What follows belongs to an exercise in optimizing a design on an open flow for small area and a short achievable clock period; a production flow would make more cautious choices. Only simulation tests tie the RTL to the original design; equivalence was not proved. Power and IR drop assume default switching activity.

==> run a <==
==> flow/design.v (excerpt) <==
module echo_train_gen #(
  parameter int N_ECHO  = 5,
  parameter int DW      = 10,
  parameter int CNT_W   = 16,
  parameter int PERIOD  = 200,
  parameter int NOISE_W = 4
) (
  input  logic                          clk,
  input  logic                          reset,
  input  logic                          start,
  input  logic                          stop,
  input  logic                          mode,
  input  logic                          noise_en,
  input  logic [8*(N_ECHO+1)-1:0]       amp_i,
  input  logic [CNT_W*(N_ECHO+1)-1:0]   delay_i,
  output logic [DW-1:0]                 sum_o,
  output logic [7:0]                    start_o,
  output logic                          busy,
  output logic                          frame_o
);
clock: 10.5 ns
lec_check: 0
cap_margin: 20
core_margin: 2
core_utilization: 40
cts_cluster_diameter: 100
cts_cluster_size: 20
setup_slack_margin: 5
slew_margin: 20
standard.sh (not shown) runs the stock make flow with config.mk's settings and CLKGATE_MAP_FILE= SYNTH_SCRIPT=/design/flow/synth_recipe.tcl, a recipe that flattens the netlist after the stock synthesis.
==> flow/flow/run.sh <==
#!/bin/bash
set -euo pipefail
MARGIN=${MARGIN:-7}
PORTBUF=${PORTBUF:-sky130_fd_sc_hd__buf_1}
sed -e "s/SETUP_SLACK_MARGIN=[0-9.]*/SETUP_SLACK_MARGIN=$MARGIN/" \
    -e "s/\"\${@:-finish}\"/BUFFER_PORTS_ARGS='-buffer_cell $PORTBUF' \"\${@:-finish}\"/" \
    standard.sh > standard_flow.sh
bash standard_flow.sh > standard.log 2>&1
==> run b (differences from run a) <==
--- a/flow/design.v
+++ b/flow/design.v
@@ -59,38 +59,35 @@
   logic [10:0] y1_d, y2_d, y3_d;
   etg_sum u_sum (
     .h1({h1_q[5], h1_q[4], h1_q[3], h1_q[2], h1_q[1], h1_q[0]}),
     .h2({h2_q[5], h2_q[4], h2_q[3], h2_q[2], h2_q[1], h2_q[0]}),
     .hc({hc_q[5], hc_q[4], hc_q[3], hc_q[2], hc_q[1], hc_q[0]}),
     .y1(y1_d), .y2(y2_d), .y3(y3_d));
   logic       v0   [NP];
-  logic       z0_q [NP];  
   for (genvar k = 0; k < NP; k++) begin : g_early
-    assign v0[k] = z0_q[k] && amp_q[k][7];
+    assign v0[k] = (&pos_q[k]) && amp_q[k][7];
   end
   logic [7:0] sb_in [NP];    
   logic [1:0] h1_in [NP];    
   logic       h2_in [NP];
   logic       hc_in [NP];
-  logic       z0_in [NP];
   logic [7:0] pos_in [NP];
   always_comb begin
     for (int k = 0; k < NP; k++) begin
       logic [7:0]  a;
       logic [15:0] d;
       logic        hz, d0, d1, d2;
       logic [8:0]  lo5;
       a  = amp_i[8*k +: 8];
       d  = delay_i[CNT_W*k +: CNT_W];
       hz = d[15:2] == 14'd0;
       d0 = hz && d[1:0] == 2'd0;
       d1 = hz && d[1:0] == 2'd1;
       d2 = hz && d[1:0] == 2'd2;
       lo5 = {1'b0, a[5:0], 2'b00} + {1'b0, a};
-      z0_in[k]  = d0;
       sb_in[k]  = d0 ? 8'd14 : d1 ? 8'd5 : d2 ? 8'd2 : 8'd0;
       h1_in[k]  = d0 ? a[7:6] : 2'd0;
       h2_in[k]  = d1 && a[7];
       hc_in[k]  = d0 && lo5[8];
       pos_in[k] = (d[15:8] != 8'd0 || d[7:0] >= 8'(PERIOD)) ? 8'd13 : ~d[7:0];
     end
   end
@@ -133,15 +130,14 @@
   always_ff @(posedge clk) begin
     cnt_q   <= ld ? 8'd0 : cnt_q + 8'd1;
     last_q  <= run_q && cnt_q == 8'(PERIOD - 2);
     first_q <= ld;
     for (int k = 0; k < NP; k++) begin
       if (ld) begin
         amp_q[k] <= amp_i[8*k +: 8];
-        z0_q[k]  <= z0_in[k];
         pos_q[k] <= pos_in[k];
         sb_q[k]  <= sb_in[k];
         h1_q[k]  <= {6'd0, h1_in[k]};
         h2_q[k]  <= {7'd0, h2_in[k]};
         hc_q[k]  <= hc_in[k];
       end else begin
         pos_q[k] <= pos_q[k] + 8'd1;
==> flow/flow/run.sh (replaced) <==
#!/bin/bash
set -euo pipefail
MARGIN=${MARGIN:-7.2}
PORTBUF=${PORTBUF:-sky130_fd_sc_hd__buf_1}
sed -e "s/SETUP_SLACK_MARGIN=[0-9.]*/SETUP_SLACK_MARGIN=$MARGIN/" \
    -e "s/\"\${@:-finish}\"/BUFFER_PORTS_ARGS='-buffer_cell $PORTBUF' \"\${@:-finish}\"/" \
    standard.sh > standard_flow.sh
bash standard_flow.sh > standard.log 2>&1
==> flow/config.mk (replaced) <==
export PLATFORM = sky130hd
export DESIGN_NAME = echo_train_gen
export DESIGN_NICKNAME = echo_train_gen
export VERILOG_FILES = /design/flow/design.v
export SDC_FILE = /design/flow/constraint.sdc
export NUM_CORES = 4
export LEC_CHECK = 0
export CAP_MARGIN = 20
export CORE_MARGIN = 2
export CORE_UTILIZATION = 50
export CTS_CLUSTER_DIAMETER = 100
export CTS_CLUSTER_SIZE = 30
export PLACE_DENSITY = 0.8
export SETUP_SLACK_MARGIN = 5
export SLEW_MARGIN = 20
==> run c (differences from run a) <==
==> flow/flow/run.sh (replaced) <==
#!/bin/bash
set -euo pipefail
MARGIN=${MARGIN:-6.8}
PORTBUF=${PORTBUF:-sky130_fd_sc_hd__buf_1}
sed -e "s/SETUP_SLACK_MARGIN=[0-9.]*/SETUP_SLACK_MARGIN=$MARGIN/" \
    -e "s/\"\${@:-finish}\"/BUFFER_PORTS_ARGS='-buffer_cell $PORTBUF' \"\${@:-finish}\"/" \
    standard.sh > standard_flow.sh
bash standard_flow.sh > standard.log 2>&1
--- a/flow/config.mk
+++ b/flow/config.mk
@@ -5,10 +5,10 @@
 export SDC_FILE = /design/flow/constraint.sdc
 export NUM_CORES = 4
 export LEC_CHECK = 0
 export CAP_MARGIN = 20
 export CORE_MARGIN = 2
 export CORE_UTILIZATION = 40
 export CTS_CLUSTER_DIAMETER = 100
-export CTS_CLUSTER_SIZE = 20
+export CTS_CLUSTER_SIZE = 30
 export SETUP_SLACK_MARGIN = 5
 export SLEW_MARGIN = 20
==> qor summary <==
| item | run c | run b | run a |
|---|---|---|---|
| Layout Skew | 0.0264 ns | 0.0242 ns | 0.0239 ns |
| Number of flops mapped to enable cells by yosys | 54 | 48 | 54 |
| Seq area share | 27.2% | 26.1% | 26.7% |
| Share of power burned in the clock network | 32.4% | 31.0% | 33.8% |
| Pre-CTS WS | 6.56 ns | 6.70 ns | 6.66 ns |
| Startpoint of the most critical register-to-register path | amp_q[1][4] | pos_q[3][0] | amp_q[1][1] |
| Warnings, synthesis | 34 | 30 | 34 |
| Buffers & Inverters on Critical Path | 0 | 2 | 2 |
| Clock latency on the worst-skew pair | 0.55 ns | 0.54 ns | 0.56 ns |
| Placed Area | 24900 um^2 | 24600 um^2 | 25000 um^2 |
| Arr. time, crit path | 4.01 ns | 3.84 ns | 3.87 ns |
| Simple-gate area share of the yosys netlist | 16.6% | 16.8% | 16.6% |
| All-Layer GR Usage | 17.3% | 22.1% | 17.5% |
| Well Taps | 765 | 600 | 765 |
| Critical path startpoint | amp_q[1][4] | pos_q[3][0] | amp_q[1][1] |
| Worst EP required | 10.91 ns | 10.96 ns | 10.92 ns |
| Share of post-route cells with drive strength above 1 | 3.93% | 13.1% | 7.36% |
| Syn Inst Count | 2356 | 2311 | 2356 |
| Distinct cell type count after synthesis | 75 | 74 | 75 |
| DP HPWL | 40.5 mm | 39.2 mm | 40.7 mm |
| Global-route wire length before repair | 85.7 mm | 86.2 mm | 86.8 mm |
| Power in sequential cells | 0.00139 W | 0.00135 W | 0.00138 W |
| Total power draw | 0.00256 W | 0.00252 W | 0.00264 W |
| Outcome | complete, no violations | complete, no violations | complete, no violations |

[separate check: timing with driven ports]
Ports are ideal in the flow. The routed layouts listed here were re-timed in OpenROAD.
Step 1, drivers: a clkbuf_16 drives clk and a buf_2 each remaining input, both assumed.
Step 2 also shifts input and output timing later by t, the mid clock arrival at the registers, as if the neighbouring blocks saw the same clock.
Three values: no drivers, after step 1, after step 2; two values: the first two.
run	t, ns	setup WS [ns]	worst setup path at the end	clock arrival spread, ns	worst register clock-pin slew, ns
run a	0.603	7.045 / 7.045 / 6.668	input to register	0.024 / 0.024	0.09 / 0.09
run b	0.591	7.122 / 7.122 / 6.763	input to register	0.031 / 0.031	0.12 / 0.12
run c	0.596	6.902 / 6.902 / 6.547	input to register	0.034 / 0.034	0.11 / 0.11
After both steps every run listed still meets setup and hold. The setup slack of run a, which loses most, moves by 0.000 ns with the drivers and by -0.377 ns with both steps.
